What follows belongs to an exercise in optimizing a design on an open flow for small area, a short achievable clock period and few clock cycles per item; a production flow would make more cautious choices.

==> sierra <==
Design mosaic_scroll_pixel_remap_core, start of the top module:
module mosaic_scroll_pixel_remap_core (
    input  logic                 clk,
    input  logic                 rst_n,
    input  logic                 start,
    output logic                 busy,
    input  logic                 req_type,
    input  logic [8:0]           dest_x,
    input  logic [7:0]           dest_y,
    input  logic [4:0]           tile_size,
    input  logic [9:0]           cur_scroll_x,
    input  logic [9:0]           snap_scroll_x,
    input  logic [9:0]           cur_scroll_y,
    input  logic [9:0]           snap_scroll_y,
    input  logic                 track_scroll,
    input  logic [31:0]          pixel_in,
    output logic                 done,
    output logic                 write_enable,
    output logic [8:0]           source_x,
    output logic [7:0]           source_y,
    output logic [31:0]          pixel_out,
    input  logic                 cfg_we,
    input  logic [2:0]           cfg_index,
    input  logic [9:0]           cfg_data
);
    logic [8:0] wm1_reg;
    logic [7:0] hm1_reg;
    logic [8:0] m_reg;
    logic [3:0] num_reg;
    logic [3:0] dm1_reg;
    logic       ext_reg;
    logic       keep_reg;    
    logic [6:0] bc_reg;      
    logic       keep_n;
    logic       keep_d;
    assign keep_n = (dm1_reg == 4'd15) || (cfg_data[3:0] > dm1_reg);
    assign keep_d = (cfg_data[3:0] == 4'd0) || (num_reg >= cfg_data[3:0]);
    always_ff @(posedge clk or negedge rst_n)
  ...
Settings: LEC_CHECK=0, ABC_AREA=1, CAP_MARGIN=20, CORE_MARGIN=2, CORE_UTILIZATION=40, SETUP_SLACK_MARGIN=2.3, SLEW_MARGIN=20; clock period 5.5 ns.
standard.sh (not shown) runs the stock make flow with config.mk's settings and CLKGATE_MAP_FILE= SYNTH_SCRIPT=/design/flow/synth_recipe.tcl, a recipe that flattens the netlist after the stock synthesis.
==> flow/flow/run.sh <==
#!/bin/bash
# The standard layout (the standard.sh, unchanged synthesis and steps),
# with two changes to how the layout is made:
#  - buffer_ports buffers every input and output port with
#    sky130_fd_sc_hd__buf_1 instead of the delay cell it picks by default;
#  - clock tree synthesis does not add dummy loads, and clusters up to 16 sinks per leaf buffer.
set -euo pipefail
export BUFFER_PORTS_ARGS="-buffer_cell sky130_fd_sc_hd__buf_1"
export CTS_ARGS="-sink_clustering_enable -repair_clock_nets -dont_use_dummy_load -sink_clustering_size 16 -sink_clustering_max_diameter 60 -buf_list {sky130_fd_sc_hd__clkbuf_8}"
bash standard.sh > standard_flow.log 2>&1
==> inputs of amber, as changes to sierra <==
--- a/flow/design.v
+++ b/flow/design.v
@@ -4,37 +4,24 @@
         logic [4:0] t;
         logic [5:0] s;
         t = {r, q[7]};
         s = {1'b0, t} + {2'b01, ~dm};
         div_step = {s[5] ? s[3:0] : t[3:0], q[6:0], s[5]};
     endfunction
-    function automatic logic [6:0] booth_ctl(input logic [3:0] n);
-        booth_ctl = {n[3],
-                     n[3] & !(n[2] & n[1]),
-                     (!n[3] & n[2] & n[1]) | (n[3] & !n[2] & !n[1]),
-                     n[2] ^ n[1],
-                     n[1],
-                     n[1] & !n[0],
-                     n[0]};
-    endfunction
-    function automatic logic [11:0] mul_booth(input logic [7:0] c, input logic [6:0] bc);
-        logic [8:0]  m0;
-        logic [8:0]  m1;
-        logic [11:0] a;
-        logic [11:0] b;
-        logic [11:0] k;
-        logic [11:0] s;
-        logic [11:0] cy;
-        m0 = ({9{bc[0]}} & {1'b0, c}) | ({9{bc[1]}} & {c, 1'b0});
-        m1 = ({9{bc[3]}} & {1'b0, c}) | ({9{bc[4]}} & {c, 1'b0});
-        a  = {3'b000, m0} ^ {12{bc[2]}};
-        b  = {1'b0, m1, 2'b00} ^ {{10{bc[5]}}, 2'b00};
-        k  = {c & {8{bc[6]}}, 1'b0, bc[5], 1'b0, bc[2]};
-        s  = a ^ b ^ k;
-        cy = {(a[10:0] & b[10:0]) | (a[10:0] & k[10:0]) | (b[10:0] & k[10:0]), 1'b0};
-        mul_booth = s + cy;
+    function automatic logic [11:0] mul8x4(input logic [7:0] c, input logic [3:0] n);
+        logic [11:0] a0, a1, a2, a3;
+        logic [11:0] s1, k1, s2, k2;
+        a0 = {4'd0, c & {8{n[0]}}};
+        a1 = {3'd0, c & {8{n[1]}}, 1'b0};
+        a2 = {2'd0, c & {8{n[2]}}, 2'b0};
+        a3 = {1'd0, c & {8{n[3]}}, 3'b0};
+        s1 = a0 ^ a1 ^ a2;
+        k1 = {((a0 & a1) | (a0 & a2) | (a1 & a2)), 1'b0};
+        s2 = s1 ^ k1 ^ a3;
+        k2 = {((s1 & k1) | (s1 & a3) | (k1 & a3)), 1'b0};
+        mul8x4 = s2 + k2;
     endfunction
 endpackage
 module mosaic_scroll_pixel_remap_core (
     input  logic                 clk,
     input  logic                 rst_n,
     input  logic                 start,
@@ -55,63 +42,69 @@
     output logic [7:0]           source_y,
     output logic [31:0]          pixel_out,
     input  logic                 cfg_we,
     input  logic [2:0]           cfg_index,
     input  logic [9:0]           cfg_data
 );
-    logic [8:0] wm1_reg;
-    logic [7:0] hm1_reg;
+    logic [8:0] nwm1_reg;
+    logic [7:0] nhm1_reg;
     logic [8:0] m_reg;
     logic [3:0] num_reg;
     logic [3:0] dm1_reg;
     logic       ext_reg;
     logic       keep_reg;    
-    logic [6:0] bc_reg;      
+    logic [3:0] nbx_reg;     
     logic       keep_n;
     logic       keep_d;
     assign keep_n = (dm1_reg == 4'd15) || (cfg_data[3:0] > dm1_reg);
     assign keep_d = (cfg_data[3:0] == 4'd0) || (num_reg >= cfg_data[3:0]);
     always_ff @(posedge clk or negedge rst_n)
     begin
         if (!rst_n)
         begin
-            wm1_reg  <= 9'd255;
-            hm1_reg  <= 8'd223;
+            nwm1_reg <= ~9'd255;
+            nhm1_reg <= ~8'd223;
             m_reg    <= 9'd64;
             num_reg  <= 4'd15;
             dm1_reg  <= 4'd14;
             ext_reg  <= 1'b0;
             keep_reg <= 1'b1;
-            bc_reg   <= msr_pkg::booth_ctl(4'd1);
+            nbx_reg  <= 4'd0;
         end
         else if (cfg_we)
         begin
             case (cfg_index)
-                3'd0: wm1_reg <= (cfg_data == 10'd0) ? 9'd0
-                               : (cfg_data > 10'd512) ? 9'd511 : 9'(cfg_data - 10'd1);
-                3'd1: hm1_reg <= (cfg_data[8:0] == 9'd0) ? 8'd0
-                               : (cfg_data[8:0] > 9'd256) ? 8'd255 : 8'(cfg_data[8:0] - 9'd1);
+                3'd0: nwm1_reg <= ~((cfg_data == 10'd0) ? 9'd0
+                                : (cfg_data > 10'd512) ? 9'd511 : 9'(cfg_data - 10'd1));
+                3'd1: nhm1_reg <= ~((cfg_data[8:0] == 9'd0) ? 8'd0
+                                : (cfg_data[8:0] > 9'd256) ? 8'd255 : 8'(cfg_data[8:0] - 9'd1));
                 3'd2: m_reg   <= cfg_data[8:0];
                 3'd3:
                 begin
                     num_reg  <= cfg_data[3:0];
                     keep_reg <= keep_n;
-                    bc_reg   <= msr_pkg::booth_ctl(keep_n ? 4'd1 : cfg_data[3:0]);
+                    nbx_reg  <= (keep_n ? 4'd1 : cfg_data[3:0]) ^ 4'd1;
                 end
                 3'd4:
                 begin
                     dm1_reg  <= cfg_data[3:0] - 4'd1;
                     keep_reg <= keep_d;
-                    bc_reg   <= msr_pkg::booth_ctl(keep_d ? 4'd1 : num_reg);
+                    nbx_reg  <= (keep_d ? 4'd1 : num_reg) ^ 4'd1;
                 end
                 3'd5: ext_reg <= cfg_data[0];
                 default: ;
             endcase
         end
     end
+    logic [3:0] nb;
     logic [3:0] db;
+    logic [8:0] wm1_reg;
+    logic [7:0] hm1_reg;
+    assign nb      = nbx_reg ^ 4'd1;
+    assign wm1_reg = ~nwm1_reg;
+    assign hm1_reg = ~nhm1_reg;
     assign db = dm1_reg & {4{!keep_reg}};
     assign busy = 1'b0;
     logic [3:0]  sm1_e;
     logic [9:0]  dx_e;
     logic [9:0]  dy_e;
     logic [11:0] p0_e;
@@ -132,15 +125,15 @@
             sm1_e = 4'(tile_size - 5'd1);
         dx_e = (cur_scroll_x - snap_scroll_x) & {10{track_scroll}};
         dy_e = (cur_scroll_y - snap_scroll_y) & {10{track_scroll}};
         bx_e = {2'b00, dest_x} + {dx_e[9], dx_e};
         by_e = {3'b000, dest_y} + {dy_e[9], dy_e};
         xm_e = {1'b0, dest_x} - {1'b0, m_reg};
-        p0_e = msr_pkg::mul_booth(pixel_in[7:0], bc_reg);
-        p1_e = msr_pkg::mul_booth(pixel_in[15:8], bc_reg);
-        p2_e = msr_pkg::mul_booth(pixel_in[23:16], bc_reg);
+        p0_e = msr_pkg::mul8x4(pixel_in[7:0], nb);
+        p1_e = msr_pkg::mul8x4(pixel_in[15:8], nb);
+        p2_e = msr_pkg::mul8x4(pixel_in[23:16], nb);
         if (req_type)
             side_e = {db, 16'd0, pixel_in[31:24]};
         else
             side_e = {sm1_e, xm_e[9], 1'b0, by_e, bx_e};
         cu_e = {(xm_e[8] ^ xm_e[9]) & (sm1_e != 4'd0), xm_e[7:0] ^ {8{xm_e[9]}}};
     end
@@ -378,14 +371,14 @@
     logic [10:0] by_f;
     always_comb
     begin
         bx_f = side_5[10:0];
         by_f = {q1_5[6:0], r1_5};
         fx_f  = q1_5[7] ? (side_5[15:12] - r0_5) : r0_5;
-        ex_f    = bx_f + {2'b11, ~wm1_reg};
-        ey_f    = by_f + {3'b111, ~hm1_reg};
+        ex_f    = bx_f + {2'b11, nwm1_reg};
+        ey_f    = by_f + {3'b111, nhm1_reg};
         negx_f  = bx_f[10] || (bx_f[9:4] == 6'd0 && bx_f[3:0] < fx_f);
         overx_f = !ex_f[10] && (ex_f[9:4] != 6'd0 || ex_f[3:0] >= fx_f);
         negy_f  = by_f[10] || (by_f[9:4] == 6'd0 && by_f[3:0] < r2_5);
         overy_f = !ey_f[10] && (ey_f[9:4] != 6'd0 || ey_f[3:0] >= r2_5);
         if (overx_f)
             sx_f = wm1_reg;
==> impl_metrics.yaml <==
drt:
  wirelength_um: 56200
  wl_met1_um: 25300
global_route:
  use_met3_pct: 2.75
  grt_pass1_wl_um: 89400
  grt_pass1_vias: 17300
worst_setup_path:
  cp-startpoint: "bc_reg[0]"
floorplanning:
  initial_utilization_pct: 40.5
place:
  gp_congestion: 0.942
synth:
  yosys-top-cells-area: "dfxtp_1 (32%), ha_1 (14%), nand2_1 (9.6%)"
sta:
  clock.fmax_mhz: 319
status:
  status: "finished clean"
-- figures above: sierra

==> impl_metrics.yaml <==
worst_setup_path:
  cp-startpoint: "pixel_in[12]"
drt:
  wl_met1_um: 23100
  wirelength_um: 50100
synth:
  yosys-top-cells-area: "dfxtp_1 (33%), ha_1 (14%), nand2_1 (10%)"
global_route:
  use_met3_pct: 1.97
  grt_pass1_vias: 16000
floorplanning:
  initial_utilization_pct: 40.3
status:
  status: "finished clean"
-- figures above: amber

No run of this note included a check of the RTL's function; only the layout flow was run.

afterwards: timing with drivers on the ports:
How much do the figures lean on ideal ports? The routed layouts below were timed once more, with nothing changed but the port constraints. Step 1: set_driving_cell puts a clkbuf_16 on clk and a buf_2 on each other input, an assumption about the parent block. Step 2 times the ports against the registers' clock, not the clock port: input delays grow and output delays shrink by t, the midpoint of the rising clock arrivals with the driver on. Slacks: ideal / step 1 / step 2; pairs: ideal / step 1.
run	shift t [ns]	setup slack, ns	clock arrival spread, ns	pins driven straight from the clock port
sierra	0.641	2.361 / 2.361 / 1.839	0.068 / 0.068	1
amber	0.627	2.279 / 2.288 / 1.676	0.060 / 0.060	1
After both steps setup and hold are still met in every run listed. The setup slack of amber, which loses most, moves by +0.009 ns with the drivers and by -0.603 ns with both steps.
